Context: an optimization exercise on an open-source flow, tuned for small area. The choices shown serve that exercise and are no tape-out recipe. Only simulation tests tie the RTL to the original design; equivalence was not proved. The flow treats the clock pin as an ideal source, which a real chip does not have. Power and IR drop assume default switching activity.

[flow/flow/run.sh]
#!/bin/bash
# The standard layout, with the port buffers made from the smallest buffer
# cell instead of the one buffer_ports picks by itself, and small clock
# buffers (fix_clk.tcl sizes up the leaves that drive many flip-flops).
set -euo pipefail
export BUFFER_PORTS_ARGS="-buffer_cell sky130_fd_sc_hd__buf_1"
export REMOVE_ABC_BUFFERS=1
export CTS_ARGS="-sink_clustering_enable -repair_clock_nets -root_buf sky130_fd_sc_hd__clkbuf_8 -buf_list sky130_fd_sc_hd__clkbuf_4 -dont_use_dummy_load"
export POST_CTS_TCL="$PWD/flow/fix_clk.tcl"
bash standard.sh > standard.log 2>&1
[flow/flow/fix_clk.tcl]
# After CTS: a leaf clock buffer with many flip-flops gets the next size up,
# to keep the slew at their clock pins low.
set block [ord::get_db_block]
set n_up 0
foreach inst [$block getInsts] {
  if { [[$inst getMaster] getName] ne "sky130_fd_sc_hd__clkbuf_4" } { continue }
  set net [[$inst findITerm X] getNet]
  if { $net eq "NULL" } { continue }
  set fanout [expr { [llength [$net getITerms]] - 1 }]
  if { $fanout >= 8 } {
    replace_cell [get_cells [$inst getName]] [get_lib_cells sky130_fd_sc_hd__clkbuf_8]
    incr n_up
  }
}
puts "fix_clk: $n_up leaf clock buffers sized up"
if { $n_up > 0 } {
  detailed_placement
  check_placement -verbose
  estimate_parasitics -placement
}
[flow/standard.sh]
#!/bin/bash
# synth_recipe.tcl (not shown) runs the flow's synth.tcl, then flattens the netlist and writes it again
# the make line also repeats each setting of config.mk as NAME=value (left out here)
make -C /OpenROAD-flow-scripts/flow DESIGN_CONFIG=/design/flow/config.mk WORK_HOME=/design/flow/orfs CLKGATE_MAP_FILE= SYNTH_SCRIPT=/design/flow/synth_recipe.tcl "${@:-finish}"
[flow/config.mk]
export PLATFORM = sky130hd
export DESIGN_NAME = matmul_top
export DESIGN_NICKNAME = matmul_top
export VERILOG_FILES = /design/flow/design.v
export SDC_FILE = /design/flow/constraint.sdc
export NUM_CORES = 4
export LEC_CHECK = 0
export CAP_MARGIN = 20
export CORE_MARGIN = 2
export CORE_UTILIZATION = 70
export CTS_BUF_LIST = sky130_fd_sc_hd__clkbuf_4 sky130_fd_sc_hd__clkbuf_8
export GPL_TIMING_DRIVEN = 0
export SLEW_MARGIN = 20
export SYNTH_HIERARCHICAL = 1
export SYNTH_MINIMUM_KEEP_SIZE = 0
[flow/constraint.sdc]
create_clock -name core_clock -period 10.0 [get_ports {clk}]
set_input_delay 2.0000 -clock core_clock [delete_from_list [all_inputs] [get_ports {clk}]]
set_output_delay 2.0000 -clock core_clock [all_outputs]
set_load 0.01 [all_outputs]
[flow/design.v]
`default_nettype none
module mac_unit (
  input  wire [31:0] a,        
  input  wire [7:0]  y,        
  input  wire        yb,       
  input  wire [3:0]  dead,     
  input  wire [31:0] base,     
  input  wire [2:0]  ci,       
  output wire [31:0] sum,
  output wire [2:0]  co        
);
  wire [8:0] yy = {y, yb};
  wire one0 = yy[1] ^ yy[0];
  wire two0 = (yy[2] & ~yy[1] & ~yy[0]) | (~yy[2] & yy[1] & yy[0]);
  wire neg0 = yy[2];
  wire one0_0 = one0;
  wire two0_0 = two0;
  wire neg0_0 = neg0;
  wire one0_1 = one0 & ~dead[1];
  wire two0_1 = two0 & ~dead[1];
  wire neg0_1 = neg0 & ~dead[1];
  wire one0_2 = one0 & ~dead[2];
  wire two0_2 = two0 & ~dead[2];
  wire neg0_2 = neg0 & ~dead[2];
  wire one0_3 = one0 & ~dead[3];
  wire two0_3 = two0 & ~dead[3];
  wire neg0_3 = neg0 & ~dead[3];
  wire g0 = a[0] & one0_0;
  wire h0 = neg0 & ~g0;
  wire pp0_1;
  mac_bsel u_pp0_1 (.a0(a[1]), .a1(a[0]), .one(one0_0), .two(two0_0), .neg(neg0_0), .pp(pp0_1));
  wire pp0_2;
  mac_bsel u_pp0_2 (.a0(a[2]), .a1(a[1]), .one(one0_0), .two(two0_0), .neg(neg0_0), .pp(pp0_2));
  wire pp0_3;
  mac_bsel u_pp0_3 (.a0(a[3]), .a1(a[2]), .one(one0_0), .two(two0_0), .neg(neg0_0), .pp(pp0_3));
  wire pp0_4;
  mac_bsel u_pp0_4 (.a0(a[4]), .a1(a[3]), .one(one0_0), .two(two0_0), .neg(neg0_0), .pp(pp0_4));
  wire pp0_5;
  mac_bsel u_pp0_5 (.a0(a[5]), .a1(a[4]), .one(one0_0), .two(two0_0), .neg(neg0_0), .pp(pp0_5));
  wire pp0_6;
  mac_bsel u_pp0_6 (.a0(a[6]), .a1(a[5]), .one(one0_0), .two(two0_0), .neg(neg0_0), .pp(pp0_6));
  wire pp0_7;
  mac_bsel u_pp0_7 (.a0(a[7]), .a1(a[6]), .one(one0_0), .two(two0_0), .neg(neg0_0), .pp(pp0_7));
  wire pp0_8;
  mac_bsel u_pp0_8 (.a0(a[8]), .a1(a[7]), .one(one0_1), .two(two0_1), .neg(neg0_1), .pp(pp0_8));
  wire pp0_9;
  mac_bsel u_pp0_9 (.a0(a[9]), .a1(a[8]), .one(one0_1), .two(two0_1), .neg(neg0_1), .pp(pp0_9));
  wire pp0_10;
  mac_bsel u_pp0_10 (.a0(a[10]), .a1(a[9]), .one(one0_1), .two(two0_1), .neg(neg0_1), .pp(pp0_10));
  wire pp0_11;
  mac_bsel u_pp0_11 (.a0(a[11]), .a1(a[10]), .one(one0_1), .two(two0_1), .neg(neg0_1), .pp(pp0_11));
  wire pp0_12;
  mac_bsel u_pp0_12 (.a0(a[12]), .a1(a[11]), .one(one0_1), .two(two0_1), .neg(neg0_1), .pp(pp0_12));
  wire pp0_13;
  mac_bsel u_pp0_13 (.a0(a[13]), .a1(a[12]), .one(one0_1), .two(two0_1), .neg(neg0_1), .pp(pp0_13));
  wire pp0_14;
  mac_bsel u_pp0_14 (.a0(a[14]), .a1(a[13]), .one(one0_1), .two(two0_1), .neg(neg0_1), .pp(pp0_14));
  wire pp0_15;
  mac_bsel u_pp0_15 (.a0(a[15]), .a1(a[14]), .one(one0_1), .two(two0_1), .neg(neg0_1), .pp(pp0_15));
  wire pp0_16;
  mac_bsel u_pp0_16 (.a0(a[16]), .a1(a[15]), .one(one0_2), .two(two0_2), .neg(neg0_2), .pp(pp0_16));
  wire pp0_17;
  mac_bsel u_pp0_17 (.a0(a[17]), .a1(a[16]), .one(one0_2), .two(two0_2), .neg(neg0_2), .pp(pp0_17));
  wire pp0_18;
  mac_bsel u_pp0_18 (.a0(a[18]), .a1(a[17]), .one(one0_2), .two(two0_2), .neg(neg0_2), .pp(pp0_18));
  wire pp0_19;
  mac_bsel u_pp0_19 (.a0(a[19]), .a1(a[18]), .one(one0_2), .two(two0_2), .neg(neg0_2), .pp(pp0_19));
  wire pp0_20;
  mac_bsel u_pp0_20 (.a0(a[20]), .a1(a[19]), .one(one0_2), .two(two0_2), .neg(neg0_2), .pp(pp0_20));
  wire pp0_21;
  mac_bsel u_pp0_21 (.a0(a[21]), .a1(a[20]), .one(one0_2), .two(two0_2), .neg(neg0_2), .pp(pp0_21));
  wire pp0_22;
  mac_bsel u_pp0_22 (.a0(a[22]), .a1(a[21]), .one(one0_2), .two(two0_2), .neg(neg0_2), .pp(pp0_22));
  wire pp0_23;
  mac_bsel u_pp0_23 (.a0(a[23]), .a1(a[22]), .one(one0_2), .two(two0_2), .neg(neg0_2), .pp(pp0_23));
  wire pp0_24;
  mac_bsel u_pp0_24 (.a0(a[24]), .a1(a[23]), .one(one0_3), .two(two0_3), .neg(neg0_3), .pp(pp0_24));
  wire pp0_25;
  mac_bsel u_pp0_25 (.a0(a[25]), .a1(a[24]), .one(one0_3), .two(two0_3), .neg(neg0_3), .pp(pp0_25));
  wire pp0_26;
  mac_bsel u_pp0_26 (.a0(a[26]), .a1(a[25]), .one(one0_3), .two(two0_3), .neg(neg0_3), .pp(pp0_26));
  wire pp0_27;
  mac_bsel u_pp0_27 (.a0(a[27]), .a1(a[26]), .one(one0_3), .two(two0_3), .neg(neg0_3), .pp(pp0_27));
  wire pp0_28;
  mac_bsel u_pp0_28 (.a0(a[28]), .a1(a[27]), .one(one0_3), .two(two0_3), .neg(neg0_3), .pp(pp0_28));
  wire pp0_29;
  mac_bsel u_pp0_29 (.a0(a[29]), .a1(a[28]), .one(one0_3), .two(two0_3), .neg(neg0_3), .pp(pp0_29));
  wire pp0_30;
  mac_bsel u_pp0_30 (.a0(a[30]), .a1(a[29]), .one(one0_3), .two(two0_3), .neg(neg0_3), .pp(pp0_30));
  wire pp0_31;
  mac_bsel u_pp0_31 (.a0(a[31]), .a1(a[30]), .one(one0_3), .two(two0_3), .neg(neg0_3), .pp(pp0_31));
  wire one1 = yy[3] ^ yy[2];
  wire two1 = (yy[4] & ~yy[3] & ~yy[2]) | (~yy[4] & yy[3] & yy[2]);
  wire neg1 = yy[4];
  wire one1_0 = one1;
  wire two1_0 = two1;
  wire neg1_0 = neg1;
  wire one1_1 = one1 & ~dead[1];
  wire two1_1 = two1 & ~dead[1];
  wire neg1_1 = neg1 & ~dead[1];
  wire one1_2 = one1 & ~dead[2];
  wire two1_2 = two1 & ~dead[2];
  wire neg1_2 = neg1 & ~dead[2];
  wire one1_3 = one1 & ~dead[3];
  wire two1_3 = two1 & ~dead[3];
  wire neg1_3 = neg1 & ~dead[3];
  wire g1 = a[0] & one1_0;
  wire h1 = neg1 & ~g1;
  wire pp1_3;
  mac_bsel u_pp1_3 (.a0(a[1]), .a1(a[0]), .one(one1_0), .two(two1_0), .neg(neg1_0), .pp(pp1_3));
  wire pp1_4;
  mac_bsel u_pp1_4 (.a0(a[2]), .a1(a[1]), .one(one1_0), .two(two1_0), .neg(neg1_0), .pp(pp1_4));
  wire pp1_5;
  mac_bsel u_pp1_5 (.a0(a[3]), .a1(a[2]), .one(one1_0), .two(two1_0), .neg(neg1_0), .pp(pp1_5));
  wire pp1_6;
  mac_bsel u_pp1_6 (.a0(a[4]), .a1(a[3]), .one(one1_0), .two(two1_0), .neg(neg1_0), .pp(pp1_6));
  wire pp1_7;
  mac_bsel u_pp1_7 (.a0(a[5]), .a1(a[4]), .one(one1_0), .two(two1_0), .neg(neg1_0), .pp(pp1_7));
  wire pp1_8;
  mac_bsel u_pp1_8 (.a0(a[6]), .a1(a[5]), .one(one1_1), .two(two1_1), .neg(neg1_1), .pp(pp1_8));
  wire pp1_9;
  mac_bsel u_pp1_9 (.a0(a[7]), .a1(a[6]), .one(one1_1), .two(two1_1), .neg(neg1_1), .pp(pp1_9));
  wire pp1_10;
  mac_bsel u_pp1_10 (.a0(a[8]), .a1(a[7]), .one(one1_1), .two(two1_1), .neg(neg1_1), .pp(pp1_10));
  wire pp1_11;
  mac_bsel u_pp1_11 (.a0(a[9]), .a1(a[8]), .one(one1_1), .two(two1_1), .neg(neg1_1), .pp(pp1_11));
  wire pp1_12;
  mac_bsel u_pp1_12 (.a0(a[10]), .a1(a[9]), .one(one1_1), .two(two1_1), .neg(neg1_1), .pp(pp1_12));
  wire pp1_13;
  mac_bsel u_pp1_13 (.a0(a[11]), .a1(a[10]), .one(one1_1), .two(two1_1), .neg(neg1_1), .pp(pp1_13));
  wire pp1_14;
  mac_bsel u_pp1_14 (.a0(a[12]), .a1(a[11]), .one(one1_1), .two(two1_1), .neg(neg1_1), .pp(pp1_14));
  wire pp1_15;
  mac_bsel u_pp1_15 (.a0(a[13]), .a1(a[12]), .one(one1_1), .two(two1_1), .neg(neg1_1), .pp(pp1_15));
  wire pp1_16;
  mac_bsel u_pp1_16 (.a0(a[14]), .a1(a[13]), .one(one1_2), .two(two1_2), .neg(neg1_2), .pp(pp1_16));
  wire pp1_17;
  mac_bsel u_pp1_17 (.a0(a[15]), .a1(a[14]), .one(one1_2), .two(two1_2), .neg(neg1_2), .pp(pp1_17));
  wire pp1_18;
  mac_bsel u_pp1_18 (.a0(a[16]), .a1(a[15]), .one(one1_2), .two(two1_2), .neg(neg1_2), .pp(pp1_18));
  wire pp1_19;
  mac_bsel u_pp1_19 (.a0(a[17]), .a1(a[16]), .one(one1_2), .two(two1_2), .neg(neg1_2), .pp(pp1_19));
  wire pp1_20;
  mac_bsel u_pp1_20 (.a0(a[18]), .a1(a[17]), .one(one1_2), .two(two1_2), .neg(neg1_2), .pp(pp1_20));
  wire pp1_21;
  mac_bsel u_pp1_21 (.a0(a[19]), .a1(a[18]), .one(one1_2), .two(two1_2), .neg(neg1_2), .pp(pp1_21));
  wire pp1_22;
  mac_bsel u_pp1_22 (.a0(a[20]), .a1(a[19]), .one(one1_2), .two(two1_2), .neg(neg1_2), .pp(pp1_22));
  wire pp1_23;
  mac_bsel u_pp1_23 (.a0(a[21]), .a1(a[20]), .one(one1_2), .two(two1_2), .neg(neg1_2), .pp(pp1_23));
  wire pp1_24;
  mac_bsel u_pp1_24 (.a0(a[22]), .a1(a[21]), .one(one1_3), .two(two1_3), .neg(neg1_3), .pp(pp1_24));
  wire pp1_25;
  mac_bsel u_pp1_25 (.a0(a[23]), .a1(a[22]), .one(one1_3), .two(two1_3), .neg(neg1_3), .pp(pp1_25));
  wire pp1_26;
  mac_bsel u_pp1_26 (.a0(a[24]), .a1(a[23]), .one(one1_3), .two(two1_3), .neg(neg1_3), .pp(pp1_26));
  wire pp1_27;
  mac_bsel u_pp1_27 (.a0(a[25]), .a1(a[24]), .one(one1_3), .two(two1_3), .neg(neg1_3), .pp(pp1_27));
  wire pp1_28;
  mac_bsel u_pp1_28 (.a0(a[26]), .a1(a[25]), .one(one1_3), .two(two1_3), .neg(neg1_3), .pp(pp1_28));
  wire pp1_29;
  mac_bsel u_pp1_29 (.a0(a[27]), .a1(a[26]), .one(one1_3), .two(two1_3), .neg(neg1_3), .pp(pp1_29));
  wire pp1_30;
  mac_bsel u_pp1_30 (.a0(a[28]), .a1(a[27]), .one(one1_3), .two(two1_3), .neg(neg1_3), .pp(pp1_30));
  wire pp1_31;
  mac_bsel u_pp1_31 (.a0(a[29]), .a1(a[28]), .one(one1_3), .two(two1_3), .neg(neg1_3), .pp(pp1_31));
  wire one2 = yy[5] ^ yy[4];
  wire two2 = (yy[6] & ~yy[5] & ~yy[4]) | (~yy[6] & yy[5] & yy[4]);
  wire neg2 = yy[6];
  wire one2_0 = one2;
  wire two2_0 = two2;
  wire neg2_0 = neg2;
  wire one2_1 = one2 & ~dead[1];
  wire two2_1 = two2 & ~dead[1];
  wire neg2_1 = neg2 & ~dead[1];
  wire one2_2 = one2 & ~dead[2];
  wire two2_2 = two2 & ~dead[2];
  wire neg2_2 = neg2 & ~dead[2];
  wire one2_3 = one2 & ~dead[3];
  wire two2_3 = two2 & ~dead[3];
  wire neg2_3 = neg2 & ~dead[3];
  wire g2 = a[0] & one2_0;
  wire h2 = neg2 & ~g2;
  wire pp2_5;
  mac_bsel u_pp2_5 (.a0(a[1]), .a1(a[0]), .one(one2_0), .two(two2_0), .neg(neg2_0), .pp(pp2_5));
  wire pp2_6;
  mac_bsel u_pp2_6 (.a0(a[2]), .a1(a[1]), .one(one2_0), .two(two2_0), .neg(neg2_0), .pp(pp2_6));
  wire pp2_7;
  mac_bsel u_pp2_7 (.a0(a[3]), .a1(a[2]), .one(one2_0), .two(two2_0), .neg(neg2_0), .pp(pp2_7));
  wire pp2_8;
  mac_bsel u_pp2_8 (.a0(a[4]), .a1(a[3]), .one(one2_1), .two(two2_1), .neg(neg2_1), .pp(pp2_8));
  wire pp2_9;
  mac_bsel u_pp2_9 (.a0(a[5]), .a1(a[4]), .one(one2_1), .two(two2_1), .neg(neg2_1), .pp(pp2_9));
  wire pp2_10;
  mac_bsel u_pp2_10 (.a0(a[6]), .a1(a[5]), .one(one2_1), .two(two2_1), .neg(neg2_1), .pp(pp2_10));
  wire pp2_11;
  mac_bsel u_pp2_11 (.a0(a[7]), .a1(a[6]), .one(one2_1), .two(two2_1), .neg(neg2_1), .pp(pp2_11));
  wire pp2_12;
  mac_bsel u_pp2_12 (.a0(a[8]), .a1(a[7]), .one(one2_1), .two(two2_1), .neg(neg2_1), .pp(pp2_12));
  wire pp2_13;
  mac_bsel u_pp2_13 (.a0(a[9]), .a1(a[8]), .one(one2_1), .two(two2_1), .neg(neg2_1), .pp(pp2_13));
  wire pp2_14;
  mac_bsel u_pp2_14 (.a0(a[10]), .a1(a[9]), .one(one2_1), .two(two2_1), .neg(neg2_1), .pp(pp2_14));
  wire pp2_15;
  mac_bsel u_pp2_15 (.a0(a[11]), .a1(a[10]), .one(one2_1), .two(two2_1), .neg(neg2_1), .pp(pp2_15));
  wire pp2_16;
  mac_bsel u_pp2_16 (.a0(a[12]), .a1(a[11]), .one(one2_2), .two(two2_2), .neg(neg2_2), .pp(pp2_16));
  wire pp2_17;
  mac_bsel u_pp2_17 (.a0(a[13]), .a1(a[12]), .one(one2_2), .two(two2_2), .neg(neg2_2), .pp(pp2_17));
  wire pp2_18;
  mac_bsel u_pp2_18 (.a0(a[14]), .a1(a[13]), .one(one2_2), .two(two2_2), .neg(neg2_2), .pp(pp2_18));
  wire pp2_19;
  mac_bsel u_pp2_19 (.a0(a[15]), .a1(a[14]), .one(one2_2), .two(two2_2), .neg(neg2_2), .pp(pp2_19));
  wire pp2_20;
  mac_bsel u_pp2_20 (.a0(a[16]), .a1(a[15]), .one(one2_2), .two(two2_2), .neg(neg2_2), .pp(pp2_20));
  wire pp2_21;
  mac_bsel u_pp2_21 (.a0(a[17]), .a1(a[16]), .one(one2_2), .two(two2_2), .neg(neg2_2), .pp(pp2_21));
  wire pp2_22;
  mac_bsel u_pp2_22 (.a0(a[18]), .a1(a[17]), .one(one2_2), .two(two2_2), .neg(neg2_2), .pp(pp2_22));
  wire pp2_23;
  mac_bsel u_pp2_23 (.a0(a[19]), .a1(a[18]), .one(one2_2), .two(two2_2), .neg(neg2_2), .pp(pp2_23));
  wire pp2_24;
  mac_bsel u_pp2_24 (.a0(a[20]), .a1(a[19]), .one(one2_3), .two(two2_3), .neg(neg2_3), .pp(pp2_24));
  wire pp2_25;
  mac_bsel u_pp2_25 (.a0(a[21]), .a1(a[20]), .one(one2_3), .two(two2_3), .neg(neg2_3), .pp(pp2_25));
  wire pp2_26;
  mac_bsel u_pp2_26 (.a0(a[22]), .a1(a[21]), .one(one2_3), .two(two2_3), .neg(neg2_3), .pp(pp2_26));
  wire pp2_27;
  mac_bsel u_pp2_27 (.a0(a[23]), .a1(a[22]), .one(one2_3), .two(two2_3), .neg(neg2_3), .pp(pp2_27));
  wire pp2_28;
  mac_bsel u_pp2_28 (.a0(a[24]), .a1(a[23]), .one(one2_3), .two(two2_3), .neg(neg2_3), .pp(pp2_28));
  wire pp2_29;
  mac_bsel u_pp2_29 (.a0(a[25]), .a1(a[24]), .one(one2_3), .two(two2_3), .neg(neg2_3), .pp(pp2_29));
  wire pp2_30;
  mac_bsel u_pp2_30 (.a0(a[26]), .a1(a[25]), .one(one2_3), .two(two2_3), .neg(neg2_3), .pp(pp2_30));
  wire pp2_31;
  mac_bsel u_pp2_31 (.a0(a[27]), .a1(a[26]), .one(one2_3), .two(two2_3), .neg(neg2_3), .pp(pp2_31));
  wire one3 = yy[7] ^ yy[6];
  wire two3 = (yy[8] & ~yy[7] & ~yy[6]) | (~yy[8] & yy[7] & yy[6]);
  wire neg3 = yy[8];
  wire one3_0 = one3;
  wire two3_0 = two3;
  wire neg3_0 = neg3;
  wire one3_1 = one3 & ~dead[1];
  wire two3_1 = two3 & ~dead[1];
  wire neg3_1 = neg3 & ~dead[1];
  wire one3_2 = one3 & ~dead[2];
  wire two3_2 = two3 & ~dead[2];
  wire neg3_2 = neg3 & ~dead[2];
  wire one3_3 = one3 & ~dead[3];
  wire two3_3 = two3 & ~dead[3];
  wire neg3_3 = neg3 & ~dead[3];
  wire g3 = a[0] & one3_0;
  wire h3 = neg3 & ~g3;
  wire pp3_7;
  mac_bsel u_pp3_7 (.a0(a[1]), .a1(a[0]), .one(one3_0), .two(two3_0), .neg(neg3_0), .pp(pp3_7));
  wire pp3_8;
  mac_bsel u_pp3_8 (.a0(a[2]), .a1(a[1]), .one(one3_1), .two(two3_1), .neg(neg3_1), .pp(pp3_8));
  wire pp3_9;
  mac_bsel u_pp3_9 (.a0(a[3]), .a1(a[2]), .one(one3_1), .two(two3_1), .neg(neg3_1), .pp(pp3_9));
  wire pp3_10;
  mac_bsel u_pp3_10 (.a0(a[4]), .a1(a[3]), .one(one3_1), .two(two3_1), .neg(neg3_1), .pp(pp3_10));
  wire pp3_11;
  mac_bsel u_pp3_11 (.a0(a[5]), .a1(a[4]), .one(one3_1), .two(two3_1), .neg(neg3_1), .pp(pp3_11));
  wire pp3_12;
  mac_bsel u_pp3_12 (.a0(a[6]), .a1(a[5]), .one(one3_1), .two(two3_1), .neg(neg3_1), .pp(pp3_12));
  wire pp3_13;
  mac_bsel u_pp3_13 (.a0(a[7]), .a1(a[6]), .one(one3_1), .two(two3_1), .neg(neg3_1), .pp(pp3_13));
  wire pp3_14;
  mac_bsel u_pp3_14 (.a0(a[8]), .a1(a[7]), .one(one3_1), .two(two3_1), .neg(neg3_1), .pp(pp3_14));
  wire pp3_15;
  mac_bsel u_pp3_15 (.a0(a[9]), .a1(a[8]), .one(one3_1), .two(two3_1), .neg(neg3_1), .pp(pp3_15));
  wire pp3_16;
  mac_bsel u_pp3_16 (.a0(a[10]), .a1(a[9]), .one(one3_2), .two(two3_2), .neg(neg3_2), .pp(pp3_16));
  wire pp3_17;
  mac_bsel u_pp3_17 (.a0(a[11]), .a1(a[10]), .one(one3_2), .two(two3_2), .neg(neg3_2), .pp(pp3_17));
  wire pp3_18;
  mac_bsel u_pp3_18 (.a0(a[12]), .a1(a[11]), .one(one3_2), .two(two3_2), .neg(neg3_2), .pp(pp3_18));
  wire pp3_19;
  mac_bsel u_pp3_19 (.a0(a[13]), .a1(a[12]), .one(one3_2), .two(two3_2), .neg(neg3_2), .pp(pp3_19));
  wire pp3_20;
  mac_bsel u_pp3_20 (.a0(a[14]), .a1(a[13]), .one(one3_2), .two(two3_2), .neg(neg3_2), .pp(pp3_20));
  wire pp3_21;
  mac_bsel u_pp3_21 (.a0(a[15]), .a1(a[14]), .one(one3_2), .two(two3_2), .neg(neg3_2), .pp(pp3_21));
  wire pp3_22;
  mac_bsel u_pp3_22 (.a0(a[16]), .a1(a[15]), .one(one3_2), .two(two3_2), .neg(neg3_2), .pp(pp3_22));
  wire pp3_23;
  mac_bsel u_pp3_23 (.a0(a[17]), .a1(a[16]), .one(one3_2), .two(two3_2), .neg(neg3_2), .pp(pp3_23));
  wire pp3_24;
  mac_bsel u_pp3_24 (.a0(a[18]), .a1(a[17]), .one(one3_3), .two(two3_3), .neg(neg3_3), .pp(pp3_24));
  wire pp3_25;
  mac_bsel u_pp3_25 (.a0(a[19]), .a1(a[18]), .one(one3_3), .two(two3_3), .neg(neg3_3), .pp(pp3_25));
  wire pp3_26;
  mac_bsel u_pp3_26 (.a0(a[20]), .a1(a[19]), .one(one3_3), .two(two3_3), .neg(neg3_3), .pp(pp3_26));
  wire pp3_27;
  mac_bsel u_pp3_27 (.a0(a[21]), .a1(a[20]), .one(one3_3), .two(two3_3), .neg(neg3_3), .pp(pp3_27));
  wire pp3_28;
  mac_bsel u_pp3_28 (.a0(a[22]), .a1(a[21]), .one(one3_3), .two(two3_3), .neg(neg3_3), .pp(pp3_28));
  wire pp3_29;
  mac_bsel u_pp3_29 (.a0(a[23]), .a1(a[22]), .one(one3_3), .two(two3_3), .neg(neg3_3), .pp(pp3_29));
  wire pp3_30;
  mac_bsel u_pp3_30 (.a0(a[24]), .a1(a[23]), .one(one3_3), .two(two3_3), .neg(neg3_3), .pp(pp3_30));
  wire pp3_31;
  mac_bsel u_pp3_31 (.a0(a[25]), .a1(a[24]), .one(one3_3), .two(two3_3), .neg(neg3_3), .pp(pp3_31));
  wire s1, c2;
  mac_fa u_s1 (.x(base[0]), .y(g0), .z(ci[0]), .s(s1), .c(c2));
  wire s3, c4;
  mac_fa u_s3 (.x(base[1]), .y(h0), .z(pp0_1), .s(s3), .c(c4));
  wire s5, c6;
  mac_ha u_s5 (.x(c2), .y(s3), .s(s5), .c(c6));
  wire s7, c8;
  mac_fa u_s7 (.x(base[2]), .y(pp0_2), .z(g1), .s(s7), .c(c8));
  wire s9, c10;
  mac_fa u_s9 (.x(c4), .y(s7), .z(c6), .s(s9), .c(c10));
  wire s11, c12;
  mac_fa u_s11 (.x(base[3]), .y(pp0_3), .z(h1), .s(s11), .c(c12));
  wire s13, c14;
  mac_fa u_s13 (.x(pp1_3), .y(c8), .z(s11), .s(s13), .c(c14));
  wire s15, c16;
  mac_ha u_s15 (.x(s13), .y(c10), .s(s15), .c(c16));
  wire s17, c18;
  mac_fa u_s17 (.x(base[4]), .y(pp0_4), .z(pp1_4), .s(s17), .c(c18));
  wire s19, c20;
  mac_fa u_s19 (.x(g2), .y(c12), .z(s17), .s(s19), .c(c20));
  wire s21, c22;
  mac_fa u_s21 (.x(c14), .y(s19), .z(c16), .s(s21), .c(c22));
  wire s23, c24;
  mac_fa u_s23 (.x(base[5]), .y(pp0_5), .z(pp1_5), .s(s23), .c(c24));
  wire s25, c26;
  mac_fa u_s25 (.x(h2), .y(pp2_5), .z(c18), .s(s25), .c(c26));
  wire s27, c28;
  mac_fa u_s27 (.x(s23), .y(c20), .z(s25), .s(s27), .c(c28));
  wire s29, c30;
  mac_ha u_s29 (.x(s27), .y(c22), .s(s29), .c(c30));
  wire s31, c32;
  mac_fa u_s31 (.x(base[6]), .y(pp0_6), .z(pp1_6), .s(s31), .c(c32));
  wire s33, c34;
  mac_fa u_s33 (.x(pp2_6), .y(g3), .z(c24), .s(s33), .c(c34));
  wire s35, c36;
  mac_fa u_s35 (.x(s31), .y(c26), .z(s33), .s(s35), .c(c36));
  wire s37, c38;
  mac_fa u_s37 (.x(c28), .y(s35), .z(c30), .s(s37), .c(c38));
  wire s39, c40;
  mac_fa u_s39 (.x(base[7]), .y(pp0_7), .z(pp1_7), .s(s39), .c(c40));
  wire s41, c42;
  mac_fa u_s41 (.x(pp2_7), .y(h3), .z(pp3_7), .s(s41), .c(c42));
  wire k43 = c40 & ~dead[1];
  wire s44, c45;
  mac_fa u_s44 (.x(ci[1]), .y(c32), .z(s39), .s(s44), .c(c45));
  wire k46 = c42 & ~dead[1];
  wire s47, c48;
  mac_fa u_s47 (.x(s41), .y(c34), .z(s44), .s(s47), .c(c48));
  wire k49 = c45 & ~dead[1];
  wire s50, c51;
  mac_fa u_s50 (.x(c36), .y(s47), .z(c38), .s(s50), .c(c51));
  wire k52 = c48 & ~dead[1];
  wire s53, c54;
  mac_fa u_s53 (.x(base[8]), .y(pp0_8), .z(pp1_8), .s(s53), .c(c54));
  wire s55, c56;
  mac_fa u_s55 (.x(pp2_8), .y(pp3_8), .z(k43), .s(s55), .c(c56));
  wire s57, c58;
  mac_fa u_s57 (.x(k46), .y(k49), .z(k52), .s(s57), .c(c58));
  wire s59, c60;
  mac_fa u_s59 (.x(s53), .y(s55), .z(s57), .s(s59), .c(c60));
  wire s61, c62;
  mac_fa u_s61 (.x(base[9]), .y(pp0_9), .z(pp1_9), .s(s61), .c(c62));
  wire s63, c64;
  mac_fa u_s63 (.x(pp2_9), .y(pp3_9), .z(c54), .s(s63), .c(c64));
  wire s65, c66;
  mac_fa u_s65 (.x(c56), .y(c58), .z(s61), .s(s65), .c(c66));
  wire s67, c68;
  mac_fa u_s67 (.x(c60), .y(s63), .z(s65), .s(s67), .c(c68));
  wire s69, c70;
  mac_fa u_s69 (.x(base[10]), .y(pp0_10), .z(pp1_10), .s(s69), .c(c70));
  wire s71, c72;
  mac_fa u_s71 (.x(pp2_10), .y(pp3_10), .z(c62), .s(s71), .c(c72));
  wire s73, c74;
  mac_fa u_s73 (.x(s69), .y(c64), .z(c66), .s(s73), .c(c74));
  wire s75, c76;
  mac_fa u_s75 (.x(s71), .y(c68), .z(s73), .s(s75), .c(c76));
  wire s77, c78;
  mac_fa u_s77 (.x(base[11]), .y(pp0_11), .z(pp1_11), .s(s77), .c(c78));
  wire s79, c80;
  mac_fa u_s79 (.x(pp2_11), .y(pp3_11), .z(c70), .s(s79), .c(c80));
  wire s81, c82;
  mac_fa u_s81 (.x(s77), .y(c72), .z(s79), .s(s81), .c(c82));
  wire s83, c84;
  mac_fa u_s83 (.x(c74), .y(s81), .z(c76), .s(s83), .c(c84));
  wire s85, c86;
  mac_fa u_s85 (.x(base[12]), .y(pp0_12), .z(pp1_12), .s(s85), .c(c86));
  wire s87, c88;
  mac_fa u_s87 (.x(pp2_12), .y(pp3_12), .z(c78), .s(s87), .c(c88));
  wire s89, c90;
  mac_fa u_s89 (.x(s85), .y(c80), .z(s87), .s(s89), .c(c90));
  wire s91, c92;
  mac_fa u_s91 (.x(c82), .y(s89), .z(c84), .s(s91), .c(c92));
  wire s93, c94;
  mac_fa u_s93 (.x(base[13]), .y(pp0_13), .z(pp1_13), .s(s93), .c(c94));
  wire s95, c96;
  mac_fa u_s95 (.x(pp2_13), .y(pp3_13), .z(c86), .s(s95), .c(c96));
  wire s97, c98;
  mac_fa u_s97 (.x(s93), .y(c88), .z(s95), .s(s97), .c(c98));
  wire s99, c100;
  mac_fa u_s99 (.x(c90), .y(s97), .z(c92), .s(s99), .c(c100));
  wire s101, c102;
  mac_fa u_s101 (.x(base[14]), .y(pp0_14), .z(pp1_14), .s(s101), .c(c102));
  wire s103, c104;
  mac_fa u_s103 (.x(pp2_14), .y(pp3_14), .z(c94), .s(s103), .c(c104));
  wire s105, c106;
  mac_fa u_s105 (.x(s101), .y(c96), .z(s103), .s(s105), .c(c106));
  wire s107, c108;
  mac_fa u_s107 (.x(c98), .y(s105), .z(c100), .s(s107), .c(c108));
  wire s109, c110;
  mac_fa u_s109 (.x(base[15]), .y(pp0_15), .z(pp1_15), .s(s109), .c(c110));
  wire s111, c112;
  mac_fa u_s111 (.x(pp2_15), .y(pp3_15), .z(ci[2]), .s(s111), .c(c112));
  wire k113 = c110 & ~dead[2];
  wire s114, c115;
  mac_fa u_s114 (.x(c102), .y(s109), .z(s111), .s(s114), .c(c115));
  wire k116 = c112 & ~dead[2];
  wire s117, c118;
  mac_fa u_s117 (.x(c104), .y(s114), .z(c106), .s(s117), .c(c118));
  wire k119 = c115 & ~dead[2];
  wire k120 = c118 & ~dead[2];
  wire s121, c122;
  mac_fa u_s121 (.x(base[16]), .y(pp0_16), .z(pp1_16), .s(s121), .c(c122));
  wire s123, c124;
  mac_fa u_s123 (.x(pp2_16), .y(pp3_16), .z(k113), .s(s123), .c(c124));
  wire s125, c126;
  mac_fa u_s125 (.x(k116), .y(k119), .z(k120), .s(s125), .c(c126));
  wire s127, c128;
  mac_fa u_s127 (.x(s121), .y(s123), .z(s125), .s(s127), .c(c128));
  wire s129, c130;
  mac_fa u_s129 (.x(base[17]), .y(pp0_17), .z(pp1_17), .s(s129), .c(c130));
  wire s131, c132;
  mac_fa u_s131 (.x(pp2_17), .y(pp3_17), .z(c122), .s(s131), .c(c132));
  wire s133, c134;
  mac_fa u_s133 (.x(c124), .y(c126), .z(s129), .s(s133), .c(c134));
  wire s135, c136;
  mac_fa u_s135 (.x(c128), .y(s131), .z(s133), .s(s135), .c(c136));
  wire s137, c138;
  mac_fa u_s137 (.x(base[18]), .y(pp0_18), .z(pp1_18), .s(s137), .c(c138));
  wire s139, c140;
  mac_fa u_s139 (.x(pp2_18), .y(pp3_18), .z(c130), .s(s139), .c(c140));
  wire s141, c142;
  mac_fa u_s141 (.x(s137), .y(c132), .z(c134), .s(s141), .c(c142));
  wire s143, c144;
  mac_fa u_s143 (.x(s139), .y(c136), .z(s141), .s(s143), .c(c144));
  wire s145, c146;
  mac_fa u_s145 (.x(base[19]), .y(pp0_19), .z(pp1_19), .s(s145), .c(c146));
  wire s147, c148;
  mac_fa u_s147 (.x(pp2_19), .y(pp3_19), .z(c138), .s(s147), .c(c148));
  wire s149, c150;
  mac_fa u_s149 (.x(s145), .y(c140), .z(s147), .s(s149), .c(c150));
  wire s151, c152;
  mac_fa u_s151 (.x(c142), .y(s149), .z(c144), .s(s151), .c(c152));
  wire s153, c154;
  mac_fa u_s153 (.x(base[20]), .y(pp0_20), .z(pp1_20), .s(s153), .c(c154));
  wire s155, c156;
  mac_fa u_s155 (.x(pp2_20), .y(pp3_20), .z(c146), .s(s155), .c(c156));
  wire s157, c158;
  mac_fa u_s157 (.x(s153), .y(c148), .z(s155), .s(s157), .c(c158));
  wire s159, c160;
  mac_fa u_s159 (.x(c150), .y(s157), .z(c152), .s(s159), .c(c160));
  wire s161, c162;
  mac_fa u_s161 (.x(base[21]), .y(pp0_21), .z(pp1_21), .s(s161), .c(c162));
  wire s163, c164;
  mac_fa u_s163 (.x(pp2_21), .y(pp3_21), .z(c154), .s(s163), .c(c164));
  wire s165, c166;
  mac_fa u_s165 (.x(s161), .y(c156), .z(s163), .s(s165), .c(c166));
  wire s167, c168;
  mac_fa u_s167 (.x(c158), .y(s165), .z(c160), .s(s167), .c(c168));
  wire s169, c170;
  mac_fa u_s169 (.x(base[22]), .y(pp0_22), .z(pp1_22), .s(s169), .c(c170));
  wire s171, c172;
  mac_fa u_s171 (.x(pp2_22), .y(pp3_22), .z(c162), .s(s171), .c(c172));
  wire s173, c174;
  mac_fa u_s173 (.x(s169), .y(c164), .z(s171), .s(s173), .c(c174));
  wire s175, c176;
  mac_fa u_s175 (.x(c166), .y(s173), .z(c168), .s(s175), .c(c176));
  wire s177, c178;
  mac_fa u_s177 (.x(base[23]), .y(pp0_23), .z(pp1_23), .s(s177), .c(c178));
  wire s179, c180;
  mac_fa u_s179 (.x(pp2_23), .y(pp3_23), .z(c170), .s(s179), .c(c180));
  wire k181 = c178 & ~dead[3];
  wire s182, c183;
  mac_fa u_s182 (.x(s177), .y(c172), .z(s179), .s(s182), .c(c183));
  wire k184 = c180 & ~dead[3];
  wire s185, c186;
  mac_ha u_s185 (.x(c174), .y(s182), .s(s185), .c(c186));
  wire k187 = c183 & ~dead[3];
  wire k188 = c186 & ~dead[3];
  wire s189, c190;
  mac_fa u_s189 (.x(base[24]), .y(pp0_24), .z(pp1_24), .s(s189), .c(c190));
  wire s191, c192;
  mac_fa u_s191 (.x(pp2_24), .y(pp3_24), .z(k181), .s(s191), .c(c192));
  wire s193, c194;
  mac_fa u_s193 (.x(k184), .y(k187), .z(k188), .s(s193), .c(c194));
  wire s195, c196;
  mac_fa u_s195 (.x(s189), .y(s191), .z(s193), .s(s195), .c(c196));
  wire s197, c198;
  mac_fa u_s197 (.x(base[25]), .y(pp0_25), .z(pp1_25), .s(s197), .c(c198));
  wire s199, c200;
  mac_fa u_s199 (.x(pp2_25), .y(pp3_25), .z(c190), .s(s199), .c(c200));
  wire s201, c202;
  mac_fa u_s201 (.x(c192), .y(c194), .z(s197), .s(s201), .c(c202));
  wire s203, c204;
  mac_fa u_s203 (.x(c196), .y(s199), .z(s201), .s(s203), .c(c204));
  wire s205, c206;
  mac_fa u_s205 (.x(base[26]), .y(pp0_26), .z(pp1_26), .s(s205), .c(c206));
  wire s207, c208;
  mac_fa u_s207 (.x(pp2_26), .y(pp3_26), .z(c198), .s(s207), .c(c208));
  wire s209, c210;
  mac_fa u_s209 (.x(s205), .y(c200), .z(c202), .s(s209), .c(c210));
  wire s211, c212;
  mac_fa u_s211 (.x(s207), .y(c204), .z(s209), .s(s211), .c(c212));
  wire s213, c214;
  mac_fa u_s213 (.x(base[27]), .y(pp0_27), .z(pp1_27), .s(s213), .c(c214));
  wire s215, c216;
  mac_fa u_s215 (.x(pp2_27), .y(pp3_27), .z(c206), .s(s215), .c(c216));
  wire s217, c218;
  mac_fa u_s217 (.x(s213), .y(c208), .z(s215), .s(s217), .c(c218));
  wire s219, c220;
  mac_fa u_s219 (.x(c210), .y(s217), .z(c212), .s(s219), .c(c220));
  wire s221, c222;
  mac_fa u_s221 (.x(base[28]), .y(pp0_28), .z(pp1_28), .s(s221), .c(c222));
  wire s223, c224;
  mac_fa u_s223 (.x(pp2_28), .y(pp3_28), .z(c214), .s(s223), .c(c224));
  wire s225, c226;
  mac_fa u_s225 (.x(s221), .y(c216), .z(s223), .s(s225), .c(c226));
  wire s227, c228;
  mac_fa u_s227 (.x(c218), .y(s225), .z(c220), .s(s227), .c(c228));
  wire s229, c230;
  mac_fa u_s229 (.x(base[29]), .y(pp0_29), .z(pp1_29), .s(s229), .c(c230));
  wire s231, c232;
  mac_fa u_s231 (.x(pp2_29), .y(pp3_29), .z(c222), .s(s231), .c(c232));
  wire s233, c234;
  mac_fa u_s233 (.x(s229), .y(c224), .z(s231), .s(s233), .c(c234));
  wire s235, c236;
  mac_fa u_s235 (.x(c226), .y(s233), .z(c228), .s(s235), .c(c236));
  wire s237, c238;
  mac_fa u_s237 (.x(base[30]), .y(pp0_30), .z(pp1_30), .s(s237), .c(c238));
  wire s239, c240;
  mac_fa u_s239 (.x(pp2_30), .y(pp3_30), .z(c230), .s(s239), .c(c240));
  wire s241, c242;
  mac_fa u_s241 (.x(s237), .y(c232), .z(s239), .s(s241), .c(c242));
  wire s243, c244;
  mac_fa u_s243 (.x(c234), .y(s241), .z(c236), .s(s243), .c(c244));
  wire s245 = base[31] ^ pp0_31;
  wire s246 = pp1_31 ^ pp2_31;
  wire s247 = pp3_31 ^ c238;
  wire s248 = s245 ^ s246;
  wire s249 = c240 ^ s247;
  wire s250 = s248 ^ c242;
  wire s251 = s249 ^ s250;
  wire s252 = s251 ^ c244;
  assign sum = {s252, s243, s235, s227, s219, s211, s203, s195, s185, s175, s167, s159, s151, s143, s135, s127, s117, s107, s99, s91, s83, s75, s67, s59, s50, s37, s29, s21, s15, s9, s5, s1};
  assign co = {c176, c108, c51};
endmodule
module mac_fa (
  input  wire x, y, z,
  output wire s, c
);
  assign s = x ^ y ^ z;
  assign c = (x & y) | (x & z) | (y & z);
endmodule
module mac_ha (
  input  wire x, y,
  output wire s, c
);
  assign s = x ^ y;
  assign c = x & y;
endmodule
module mac_bsel (
  input  wire a0, a1, one, two, neg,
  output wire pp
);
  wire sel;
  mac_ao u_ao (.a0(a0), .a1(a1), .one(one), .two(two), .sel(sel));
  assign pp = sel ^ neg;
endmodule
module mac_ao (
  input  wire a0, a1, one, two,
  output wire sel
);
  assign sel = (a0 & one) | (a1 & two);
endmodule
`default_nettype wire
`timescale 1ns/1ps
`default_nettype none
module matmul_top #(
  parameter int DATA_W = 32,
  parameter int ADDR_W = 12
) (
  input  logic              clk,
  input  logic              reset_n,
  input  logic              dut_valid,
  output logic              dut_ready,
  output logic [ADDR_W-1:0] input_read_address,
  input  logic [DATA_W-1:0] input_read_data,
  output logic [ADDR_W-1:0] weight_read_address,
  input  logic [DATA_W-1:0] weight_read_data,
  output logic              result_write_enable,
  output logic [ADDR_W-1:0] result_write_address,
  output logic [DATA_W-1:0] result_write_data
);
  localparam logic [1:0] S_IDLE = 2'd0, S_DIMS = 2'd1, S_RUN = 2'd2, S_FIN = 2'd3;
  logic [1:0]        state;
  logic [1:0]        ph;         
  logic              kend_q;     
  logic              wr_arm;     
  logic [ADDR_W-1:0] a_addr;
  logic [ADDR_W-1:0] b_addr;
  logic [ADDR_W-1:0] k_cnt;      
  logic [ADDR_W-1:0] nm1;        
  logic [ADDR_W-1:0] np;         
  logic [ADDR_W-1:0] m_rem;      
  logic [ADDR_W-1:0] c_addr;
  logic              k_end, j_end, i_end, adv, restart, start, step, dims0;
  logic [ADDR_W-1:0] k_dec;
  logic [7:0]        y;
  logic              yb;
  logic [3:0]        dead;
  logic [DATA_W-1:0] base;
  logic              clr;        
  logic [2:0]        cq;         
  logic [2:0]        ci;
  logic [2:0]        co;
  logic [DATA_W-1:0] acc;        
  logic [DATA_W-1:0] sum;
  assign dut_ready            = (state == S_IDLE);
  assign input_read_address   = a_addr;
  assign weight_read_address  = b_addr;
  assign result_write_address = c_addr;
  assign result_write_data    = acc;
  assign result_write_enable  = state[1] && wr_arm && kend_q && (ph == 2'd0);
  assign y    = weight_read_data[8*ph +: 8];
  assign yb   = (ph == 2'd0) ? 1'b0 : weight_read_data[8*ph - 1];
  assign dead = {ph != 2'd0, ph[1], ph == 2'd3, 1'b0};
  assign clr  = kend_q && (ph == 2'd0);
  assign base = clr ? '0 : acc;
  assign ci   = cq & ~{dead[1], 2'b00} & ~{3{ph == 2'd0}};
  mac_unit mac0 (
    .a      (input_read_data),
    .y      (y),
    .yb     (yb),
    .dead   (dead),
    .base   (base),
    .ci     (ci),
    .sum    (sum),
    .co     (co)
  );
  always_ff @(posedge clk)
  begin
    acc <= {sum[7:0], sum[DATA_W-1:8]};
    cq  <= co;
  end
  assign k_end   = (k_cnt == '0) || (state == S_DIMS);
  assign j_end   = (b_addr == np) || (state == S_DIMS);
  assign i_end   = (m_rem == '0);
  assign adv     = (ph == 2'd2);
  assign restart = k_end && !j_end;
  assign start   = (state == S_IDLE) && dut_valid;
  assign step    = adv && (state == S_DIMS || state == S_RUN);
  assign dims0   = (state == S_DIMS && ph == 2'd0);
  assign k_dec   = k_cnt - (step || (state == S_DIMS && ph == 2'd1));
  always_ff @(posedge clk)
  begin
    if (!reset_n)
    begin
      state <= S_IDLE;
    end
    else
    begin
      ph <= ph + 1'b1;
      if (start)
      begin
        state  <= S_DIMS;
        ph     <= 2'd3;
        kend_q <= 1'b1;
        wr_arm <= 1'b0;
      end
      if (state == S_FIN && ph == 2'd0)
        state <= S_IDLE;
      if (state == S_DIMS && ph == 2'd1)
        nm1 <= k_dec;   
      if (step)
      begin
        wr_arm <= (state == S_RUN);
        kend_q <= k_end;
        if (k_end && j_end && i_end)
          state <= S_FIN;
        if (state == S_DIMS)
        begin
          state <= S_RUN;
          np    <= acc[16 +: ADDR_W];   
        end
      end
    end
  end
  always_ff @(posedge clk)
  begin
    a_addr <= start ? '0 : a_addr + ((step && restart) ? ~nm1 : '0) + step;
    b_addr <= start ? '0 : (step && k_end && j_end) ? ADDR_W'(1) : b_addr + step;
    c_addr <= start ? '0 : c_addr + result_write_enable;
    k_cnt  <= (step && k_end) ? nm1 : dims0 ? input_read_data[ADDR_W-1:0] : k_dec;
    m_rem  <= dims0 ? input_read_data[16 +: ADDR_W] : m_rem - (step && k_end && j_end);
  end
endmodule
`default_nettype wire
==> flow_summary.ini <==
[status]
status = no timing/DRC/antenna violations

[job]
drv_cap = 0

[floorplanning]
io-pin-count = 137
die_area_um2 = 16100
start_util = 0.724
core-area_um2 = 14600
die_w_um = 127
rows = 44
die_y_um = 127

[sta]
grt_setup_unrepaired = no
slew_headroom = 0.282
worst_pin_slew_ns = 1.07
fmax_mhz = 103
clock_skew_ns = 0.0231
min_period_over_period = 0.966
hold_viol = 0
slew_violations = 0
setup_viol = 0
period_minus_slack_ns = 9.66

[global_routing]
gr-total-overflow = 0
antenna_found_initial = 0
grt_usage = 0.321
grt_pass1_wl_um = 40200
grt_max_degree = 39
grt_pass1_vias = 7805

[critical_path]
crit_path_start_kind = primary input
path_max_fanout = 8
end_kind = register
reg2reg_depth = 24
worstReg2RegEnd = acc[23]
rrSetupSlack_ns = 0.66
critPathRequiredTime_ns = 10.31
reg2reg_from = ph[1]
criticalPathCategory = in2reg
arrival_ns = 9.97

[power_and_ir_drop]
powerDensity_nw_per_um2 = 291
ir_drop_v = 0.000383
cellLeakagePower_nw = 5.01

[worst_hold_path]
hp-class = reg2reg
min_path_cells = 2
hold_end = k_cnt[1]
min_from = nm1[1]

[final_layout]
layout-drive-gt1-share = 0.0453
syn_to_final_growth_pct = 5.77
final_util = 0.765
fin_cells = 1288
nets = 1317
antenna_cells = 0
num-fill-cells = 1066

[routing]
wl_um = 24600
num_vias = 7782
dr.pass1.iters = 5
drt_iter0_drc = 547
wl_per_cell_um = 19.1
viasPerCell = 6.04
ant_nets = 0
drc_errors = 0

[placement]
port_buffers = 136
placedCellCount = 1267
place_hpwl_um = 19200
gp_congestion = 0.904

[clocking]
clkTransAtPathRegs_ns = 0.07
clock-sinks = 125
clock_latency_ns = 0.43
cts_tree = built

[logic_synthesis]
synth_warnings = 7
syn-cell-area_um2 = 10600
synth_area_per_cell_um2 = 10.5
postSynthCellCount = 1005
[how the worst max path moves through the flow]
stage                                     from  endpoint  slack, ns
after floorplan           weight_read_data[25]   acc[23]       0.44
after global placement    weight_read_data[25]   acc[23]      -0.28
after detailed placement  weight_read_data[25]   acc[23]      -0.35
after global routing       weight_read_data[7]   acc[23]       0.03
final                      weight_read_data[7]   acc[23]       0.34
[through the flow]
step / setup WS, ns / hold WS (ns) / setup TNS, ns / power [W] / cell area, µm²
3_5_place_dp: -0.347 / 0.464 / -0.347 / 0.00300 / 11000
6_report: 0.337 / 0.476 / 0 / 0.00326 / 11200
5_1_grt: 0.0254 / 0.497 / 0 / 0.00357 / 11200
3_3_place_gp: -0.278 / 0.449 / -0.278 / 0.00293 / 11000
2_1_floorplan: 0.442 / 0.435 / 0 / 0.00229 / 10200
[sequential cells by signal, indices dropped and copies added (netlist names), 3 cells and up]
register / count
a_addr: 12
acc: 32
b_addr: 12
c_addr: 12
cq: 3
k_cnt: 12
m_rem: 12
nm1: 12
np: 12
[metal layers]
layer	vias up	track usage	routed length (µm)
met2	322	0.537	12200
met1	3818	0.437	10200
li1	3607	-	-
met3	35	0.0616	1830
met4	0	0.0834	425
met5	-	0	0
[placed cells by master (no fill, tap or decap), types with 13 or more instances in the layout]
master    instances
o21ai_0          19
and2_1           41
a21oi_1          19
edfxtp_1         28
buf_1           136
a22o_1          112
fa_1            114
xnor2_1          23
xor2_1          149
ha_1             30
nor2_1           95
inv_1            27
dfxtp_1          97
nand2_1          45
mux2i_1          13
nor2b_1          33
[report_power, final]
| group | switching [W] | total [W] | internal (W) |
|---|---|---|---|
| registers | 0.000115 | 0.000836 | 0.000720 |
| clock network | 0.000166 | 0.000286 | 0.000121 |
| logic | 0.00115 | 0.00214 | 0.000987 |
| total | 0.00143 | 0.00326 | 0.00183 |
[worst max-delay path, cell delays in order]
cell     delay, ns
buf_1         0.08
mux4_2        0.45
and2_1        0.22
xnor2_1       0.46
nor2_1        0.25
a22o_1        0.30
xor2_1        0.16
fa_1          0.48
fa_1          0.54
fa_1          0.43
ha_1          0.21
nor2b_1       0.14
fa_1          0.45
fa_1          0.51
fa_1          0.44
fa_1          0.46
fa_1          0.43
fa_1          0.43
fa_1          0.43
fa_1          0.44
xnor2_2       0.19
xnor3_1       0.34
xnor2_1       0.13
[final cells by class]
cell class              count  area, µm²  area share
inverters                  27        101     0.00904
clock buffers              17        190      0.0170
multi-input cells         795       7360       0.656
well taps                 184        230      0.0205
flip-flops and latches    125       2780       0.248
repair buffers            140        548      0.0489

-- static timing again, ports no longer ideal --
The results above use ideal ports. As a check the final layout listed here was re-extracted and re-timed, cells and wires unchanged.
Step 1 assumes that a clkbuf_16 drives the clock port and a buf_2 every other input.
Step 2, shift: input delay + t, output delay - t, t = (earliest + latest rising clock arrival at the registers) / 2. This alone moves slack from input paths to output paths.
a / b / c = ideal / step 1 / step 2; a / b = the first two.
shift t [ns]: 0.461
slack for setup (ns): 0.337 / 0.355 / -0.105
worst setup path after step 2: input to register
clock arrival spread, ns: 0.023 / 0.023
Met with ideal ports but missed after step 2: setup timing in this run. For this run, drivers alone change the setup slack by +0.018 ns; drivers and shift together by -0.442 ns.
